Background: an optimization exercise with open tools, aiming at a short achievable clock period and few clock cycles. Do not read the settings as production practice. Function was checked by simulation only, so behaviour that the tests miss may differ from the original.

==> inputs of job 3296 <==
## rv_core
module rv_core #(
    parameter logic [31:0] reset_pc = 32'h0
) (
    input  logic        clk_cpu,
    input  logic        rst_n,
    input  logic        bus_ready,
    input  logic [31:0] bus_rdata,
    output logic        bus_req,
    output logic [31:0] bus_addr,
    output logic [31:0] bus_wdata,
    output logic [1:0]  bus_len
);
export LEC_CHECK = 0
export ABC_CLOCK_PERIOD_IN_PS = 3500
export CAP_MARGIN = 20
export CORE_MARGIN = 2
export CORE_UTILIZATION = 22
export PLACE_DENSITY = 0.35
export SETUP_SLACK_MARGIN = 4.0
export SLEW_MARGIN = 20
export TNS_END_PERCENT = 100
create_clock -name core_clock -period 8.5 [get_ports {clk_cpu}]
run.sh (not shown) runs the stock make flow with config.mk's settings and CLKGATE_MAP_FILE= SYNTH_SCRIPT=/design/flow/synth_recipe.tcl, a recipe that flattens the netlist after the stock synthesis.
==> inputs of job 2883, as changes to job 3296 <==
--- a/flow/design.v
+++ b/flow/design.v
@@ -99,28 +99,24 @@
     logic [31:0] fa_q;
     logic        ir_v_q;
     logic [31:0] ir_q;
     logic [31:0] ir_pc_q;
     logic        ir_pred_q;      
     logic        ir_bhit_q;      
     logic [2:0]  ir_bidx_q;
-    logic        use_alt_q;
-    logic [31:0] air_q, air_pc_q;
-    logic        air_pred_q;
     logic        e_v_q;
     logic [31:0] e_a_q, e_b_q, e_rs2_q;
     logic [31:0] e_tgt_q, e_link_q;
     logic        e_sub_q, e_sra_q;
     logic [2:0]  e_f3_q;
     logic [4:0]  e_rd_q;
     logic        e_wr_q;         
     logic        e_load_q, e_store_q, e_br_q, e_jalr_q;
     logic        e_pred_q, e_bhit_q;
     logic [2:0]  e_bidx_q;
-    logic [31:0] e_alt_q;        
     logic        s_add_q, s_sll_q, s_slt_q, s_sltu_q, s_xor_q, s_sr_q, s_or_q, s_and_q, s_link_q, s_tgt_q;
     logic [31:0] rf [1:31];
     logic bus_free, issue_data, issue_fetch;
     assign bus_free    = !out_q || bus_ready;
     assign issue_data  = dq0_v_q && bus_free;
     assign issue_fetch = !dq0_v_q && fq_v_q && bus_free;
     assign bus_req     = rq_q && bus_free;
@@ -172,68 +168,49 @@
     assign byp    = f_resp && (out_addr_q[31:2] == fa_q[31:2]);
     assign favail = chit || byp;
     assign fword  = byp ? bus_rdata : cdata;
     assign bpred = |(cmatch & ic_pt_q);
     assign btgt  = ic_ptgt_q[fa_q[5:2]];
     assign bhit  = 8'd0;
     assign bidx  = 3'd0;
-    logic [15:0] amatch;
-    logic        ahit, apred;
-    logic [31:0] aword;
-    logic [29:0] aptgt;
-    always_comb begin
-        for (int i = 0; i < 16; i++) begin
-            amatch[i] = ic_v_q[i] && (e_alt_q[5:2] == i) && (ic_tag_q[i] == e_alt_q[31:6]);
-        end
-    end
-    assign ahit  = |amatch;
-    assign apred = |(amatch & ic_pt_q);
-    assign aword = ic_data_q[e_alt_q[5:2]];
-    assign aptgt = ic_ptgt_q[e_alt_q[5:2]];
-    logic [31:0] di, di_pc;
-    logic        di_pred, di_v;
-    assign di      = use_alt_q ? air_q : ir_q;
-    assign di_pc   = use_alt_q ? air_pc_q : ir_pc_q;
-    assign di_pred = use_alt_q ? air_pred_q : ir_pred_q;
-    assign di_v    = use_alt_q || ir_v_q;
     logic [6:0]  opc;
     logic        d_lui, d_auipc, d_jal, d_jalr, d_br, d_load, d_store, d_opi, d_op;
     logic [31:0] d_imm, d_tgt, d_link;
     logic [4:0]  d_rs1, d_rs2, d_rd;
     logic        d_use1, d_use2, d_wrany;
-    assign opc     = di[6:0];
+    assign opc     = ir_q[6:0];
     assign d_lui   = opc == opc_lui;
     assign d_auipc = opc == opc_auipc;
     assign d_jal   = opc == opc_jal;
     assign d_jalr  = opc == opc_jalr;
     assign d_br    = opc == opc_branch;
     assign d_load  = opc == opc_load;
     assign d_store = opc == opc_store;
     assign d_opi   = opc == opc_alu_imm;
     assign d_op    = opc == opc_alu_reg;
-    assign d_rs1   = di[19:15];
-    assign d_rs2   = di[24:20];
-    assign d_rd    = di[11:7];
+    assign d_rs1   = ir_q[19:15];
+    assign d_rs2   = ir_q[24:20];
+    assign d_rd    = ir_q[11:7];
     assign d_use1  = d_jalr || d_br || d_load || d_store || d_opi || d_op;
     assign d_use2  = d_br || d_store || d_op;
     assign d_wrany = (d_lui || d_auipc || d_jal || d_jalr || d_load || d_opi || d_op) && (d_rd != 5'd0);
     always_comb begin
         if (d_store)
-            d_imm = {{20{di[31]}}, di[31:25], di[11:7]};
+            d_imm = {{20{ir_q[31]}}, ir_q[31:25], ir_q[11:7]};
         else if (d_br)
-            d_imm = {{19{di[31]}}, di[31], di[7], di[30:25], di[11:8], 1'b0};
+            d_imm = {{19{ir_q[31]}}, ir_q[31], ir_q[7], ir_q[30:25], ir_q[11:8], 1'b0};
         else if (d_lui || d_auipc)
-            d_imm = {di[31:12], 12'b0};
+            d_imm = {ir_q[31:12], 12'b0};
         else if (d_jal)
-            d_imm = {{11{di[31]}}, di[31], di[19:12], di[20], di[30:21], 1'b0};
+            d_imm = {{11{ir_q[31]}}, ir_q[31], ir_q[19:12], ir_q[20], ir_q[30:21], 1'b0};
         else
-            d_imm = {{20{di[31]}}, di[31:20]};
+            d_imm = {{20{ir_q[31]}}, ir_q[31:20]};
     end
-    assign d_tgt  = di_pc + d_imm;
-    assign d_link = di_pc + 32'd4;
+    assign d_tgt  = ir_pc_q + d_imm;
+    assign d_link = ir_pc_q + 32'd4;
     logic p_e, p_d0, p_d1, p_o, hazard;
     function automatic logic dep(input logic [4:0] x, input logic u1, input logic [4:0] r1,
                                  input logic u2, input logic [4:0] r2, input logic w,
                                  input logic [4:0] rd);
         begin
             dep = (u1 && r1 == x) || (u2 && r2 == x) || (w && rd == x);
         end
@@ -285,20 +262,20 @@
             3'b111:  taken = !bltu;
             default: taken = 1'b0;
         endcase
     end
     assign redirect = e_v_q && (e_jalr_q || (e_br_q && (taken != e_pred_q)));
     assign e_target = e_jalr_q ? {sum[31:1], 1'b0} : (taken ? e_tgt_q : e_link_q);
     logic s_take, d_move, f_take, ir_load;
-    assign s_take = di_v && !di_pred && (d_jal || (d_br && di[31])) && !redirect;
+    assign s_take = ir_v_q && !ir_pred_q && (d_jal || (d_br && ir_q[31])) && !redirect;
     logic d_memblock;
     assign d_memblock = (d_load || d_store) &&
                         ((dq0_v_q && dq1_v_q) || (e_v_q && e_mem && (dq0_v_q || dq1_v_q)));
-    assign d_move = di_v && !hazard && !d_memblock && !redirect;
-    assign ir_load = !di_v || (!hazard && !d_memblock);
+    assign d_move = ir_v_q && !hazard && !d_memblock && !redirect;
+    assign ir_load = !ir_v_q || (!hazard && !d_memblock);
     assign f_take  = favail && ir_load && !redirect && !s_take;
     logic [31:0] rfr [0:31];
     always_comb begin
         rfr[0] = 32'd0;
         for (int i = 1; i < 32; i++) rfr[i] = rf[i];
     end
     logic [31:0] rs1v, rs2v;
@@ -331,15 +308,14 @@
             dq1_v_q   <= 1'b0;
             out_q     <= 1'b0;
             out_fetch_q <= 1'b0;
             out_load_q  <= 1'b0;
             ic_v_q    <= 16'd0;
             fa_q      <= reset_pc;
             ir_v_q    <= 1'b0;
-            use_alt_q <= 1'b0;
             e_v_q     <= 1'b0;
         end else begin
             bf_q    <= bf_n;
             fq_v_q  <= fq_v_n;
             dq0_v_q <= dq0_v_n;
             dq1_v_q <= dq1_v_n;
             rq_q    <= dq0_v_n || fq_v_n;
@@ -357,21 +333,19 @@
                 out_q       <= 1'b0;
             end
             if (f_resp) begin
                 for (int i = 0; i < 16; i++) begin
                     if (out_addr_q[5:2] == i) ic_v_q[i] <= 1'b1;
                 end
             end
-            if (redirect)      fa_q <= (e_br_q && ahit) ? (apred ? {aptgt, 2'b00} : e_alt_q + 32'd4) : e_target;
+            if (redirect)      fa_q <= e_target;
             else if (s_take)   fa_q <= d_tgt;
             else if (f_take)   fa_q <= bpred ? {btgt, 2'b00} : fa_q + 32'd4;
-            if (redirect)       ir_v_q <= 1'b0;
-            else if (ir_load)   ir_v_q <= f_take;
-            else if (use_alt_q) ir_v_q <= 1'b1;
-            use_alt_q <= redirect && e_br_q && ahit;
+            if (redirect)      ir_v_q <= 1'b0;
+            else if (ir_load)  ir_v_q <= f_take;
             if (redirect)      e_v_q <= 1'b0;
             else               e_v_q <= d_move;
         end
     end
     logic [31:0] st_data;
     logic [1:0]  st_len;
     always_comb begin
@@ -391,15 +365,15 @@
     assign push    = e_fire && e_mem;
     assign dq0_upd = (issue_data && dq1_v_q) || (!issue_data && push && !dq0_v_q) ||
                      (issue_data && !dq1_v_q && push);
     always_comb begin
         if (redirect && !keep_e) begin
             bf_n   = e_target;
             fq_v_n = 1'b1;
-        end else if (s_take && !di[31]) begin
+        end else if (s_take && !ir_q[31]) begin
             bf_n   = d_tgt;
             fq_v_n = 1'b1;
         end else if (uncovered && !redirect && !s_take) begin
             bf_n   = fa_q;
             fq_v_n = 1'b1;
         end else begin
             bf_n   = issue_fetch ? bf_q + 32'd4 : bf_q;
@@ -473,51 +447,43 @@
         end
         if (ir_load) begin
             ir_q      <= fword;
             ir_pc_q   <= fa_q;
             ir_pred_q <= bpred;
             ir_bhit_q <= bpred;
             ir_bidx_q <= bidx;
-        end else if (use_alt_q) begin
-            ir_q      <= air_q;
-            ir_pc_q   <= air_pc_q;
-            ir_pred_q <= air_pred_q || s_take;
         end else if (s_take) begin
             ir_pred_q <= 1'b1;
         end
-        air_q      <= aword;
-        air_pc_q   <= e_alt_q;
-        air_pred_q <= apred;
         begin
             e_a_q     <= d_lui ? 32'd0 : rs1v;
             e_b_q     <= (d_opi || d_load || d_store || d_jalr || d_lui) ? d_imm : rs2v;
             e_rs2_q   <= rs2v;
             e_tgt_q   <= d_tgt;
             e_link_q  <= d_link;
-            e_sub_q   <= d_op && di[30] && (di[14:12] == 3'b000);
-            e_sra_q   <= di[30];
-            e_f3_q    <= di[14:12];
+            e_sub_q   <= d_op && ir_q[30] && (ir_q[14:12] == 3'b000);
+            e_sra_q   <= ir_q[30];
+            e_f3_q    <= ir_q[14:12];
             e_rd_q    <= d_rd;
             e_wr_q    <= (d_lui || d_auipc || d_jal || d_jalr || d_opi || d_op) && (d_rd != 5'd0);
             e_load_q  <= d_load;
             e_store_q <= d_store;
             e_br_q    <= d_br;
             e_jalr_q  <= d_jalr;
-            e_pred_q  <= di_pred || s_take;
-            e_alt_q   <= (di_pred || s_take) ? d_link : d_tgt;
+            e_pred_q  <= ir_pred_q || s_take;
             e_bhit_q  <= ir_bhit_q;
             e_bidx_q  <= ir_bidx_q;
-            s_add_q   <= d_lui || ((d_opi || d_op) && di[14:12] == 3'b000 && !(d_op && di[30]));
-            s_sll_q   <= (d_opi || d_op) && di[14:12] == 3'b001;
-            s_slt_q   <= (d_opi || d_op) && di[14:12] == 3'b010;
-            s_sltu_q  <= (d_opi || d_op) && di[14:12] == 3'b011;
-            s_xor_q   <= (d_opi || d_op) && di[14:12] == 3'b100;
-            s_sr_q    <= (d_opi || d_op) && di[14:12] == 3'b101;
-            s_or_q    <= (d_opi || d_op) && di[14:12] == 3'b110;
-            s_and_q   <= (d_opi || d_op) && di[14:12] == 3'b111;
+            s_add_q   <= d_lui || ((d_opi || d_op) && ir_q[14:12] == 3'b000 && !(d_op && ir_q[30]));
+            s_sll_q   <= (d_opi || d_op) && ir_q[14:12] == 3'b001;
+            s_slt_q   <= (d_opi || d_op) && ir_q[14:12] == 3'b010;
+            s_sltu_q  <= (d_opi || d_op) && ir_q[14:12] == 3'b011;
+            s_xor_q   <= (d_opi || d_op) && ir_q[14:12] == 3'b100;
+            s_sr_q    <= (d_opi || d_op) && ir_q[14:12] == 3'b101;
+            s_or_q    <= (d_opi || d_op) && ir_q[14:12] == 3'b110;
+            s_and_q   <= (d_opi || d_op) && ir_q[14:12] == 3'b111;
             s_link_q  <= d_jal || d_jalr;
             s_tgt_q   <= d_auipc;
         end
     end
     always_ff @(posedge clk_cpu) begin
         if (!rst_n) begin
             for (int i = 1; i < 32; i++) begin
==> flow_summary.toml <==
[clock_network]
postCtsSetupRepairBufs = 204

[route]
routed_wl_um = 964000
drt-vias-per-instance = 5.64

[cells_and_area]
diodes = 70
buffer_area_share_pct = 5.02

[run_status]
outcome = "complete, no violations"

[worst_setup_path]
r2r_cells = 16

[yosys]
syn-num-nets = 16000

[global_routing]
grt_pass1_wl_um = 1260000
[end of results for job 2883]
==> flow_summary.toml <==
[run_status]
outcome = "complete, no violations"

[yosys]
ys_ff_latch = 3078

[route]
drt-vias-per-instance = 5.99
routed_wl_um = 1170000

[global_routing]
grt_pass1_wl_um = 1500000

[cells_and_area]
buffer_area_share_pct = 5.72
diodes = 92

[timing]
hold_violations = 0

[floorplanning]
placementRows = 319

[worst_setup_path]
worstReg2RegStart = "use_alt_q"
r2r_cells = 22
[end of results for job 3296]
Testbench counts of job 3296, summed over its fixed seeds: cycles 20,104.
Testbench counts of job 2883, summed over its fixed seeds: cycles 20,413.

==> separate check: timing with driven ports <==
The results above use ideal ports. As a check the final layouts listed here were re-extracted and re-timed, cells and wires unchanged.
Step 1 assumes that a clkbuf_16 drives the clock port and a buf_2 every other input.
Step 2, shift: input delay + t, output delay - t, t = (earliest + latest rising clock arrival at the registers) / 2. This alone moves slack from input paths to output paths.
a / b / c = no drivers / after step 1 / after step 2; a / b = the first two.
| run | shift t [ns] | setup WS [ns] | worst setup path after step 2 | latest minus earliest clock arrival (ns) |
|---|---|---|---|---|
| job 3296 | 1.203 | 3.731 / 3.731 / 2.921 | input to register | 0.139 / 0.139 |
| job 2883 | 1.144 | 3.799 / 3.799 / 2.867 | input to register | 0.132 / 0.132 |
After both steps every run listed still meets setup and hold. The setup slack of job 2883, which loses most, moves by 0.000 ns with the drivers and by -0.932 ns with both steps.
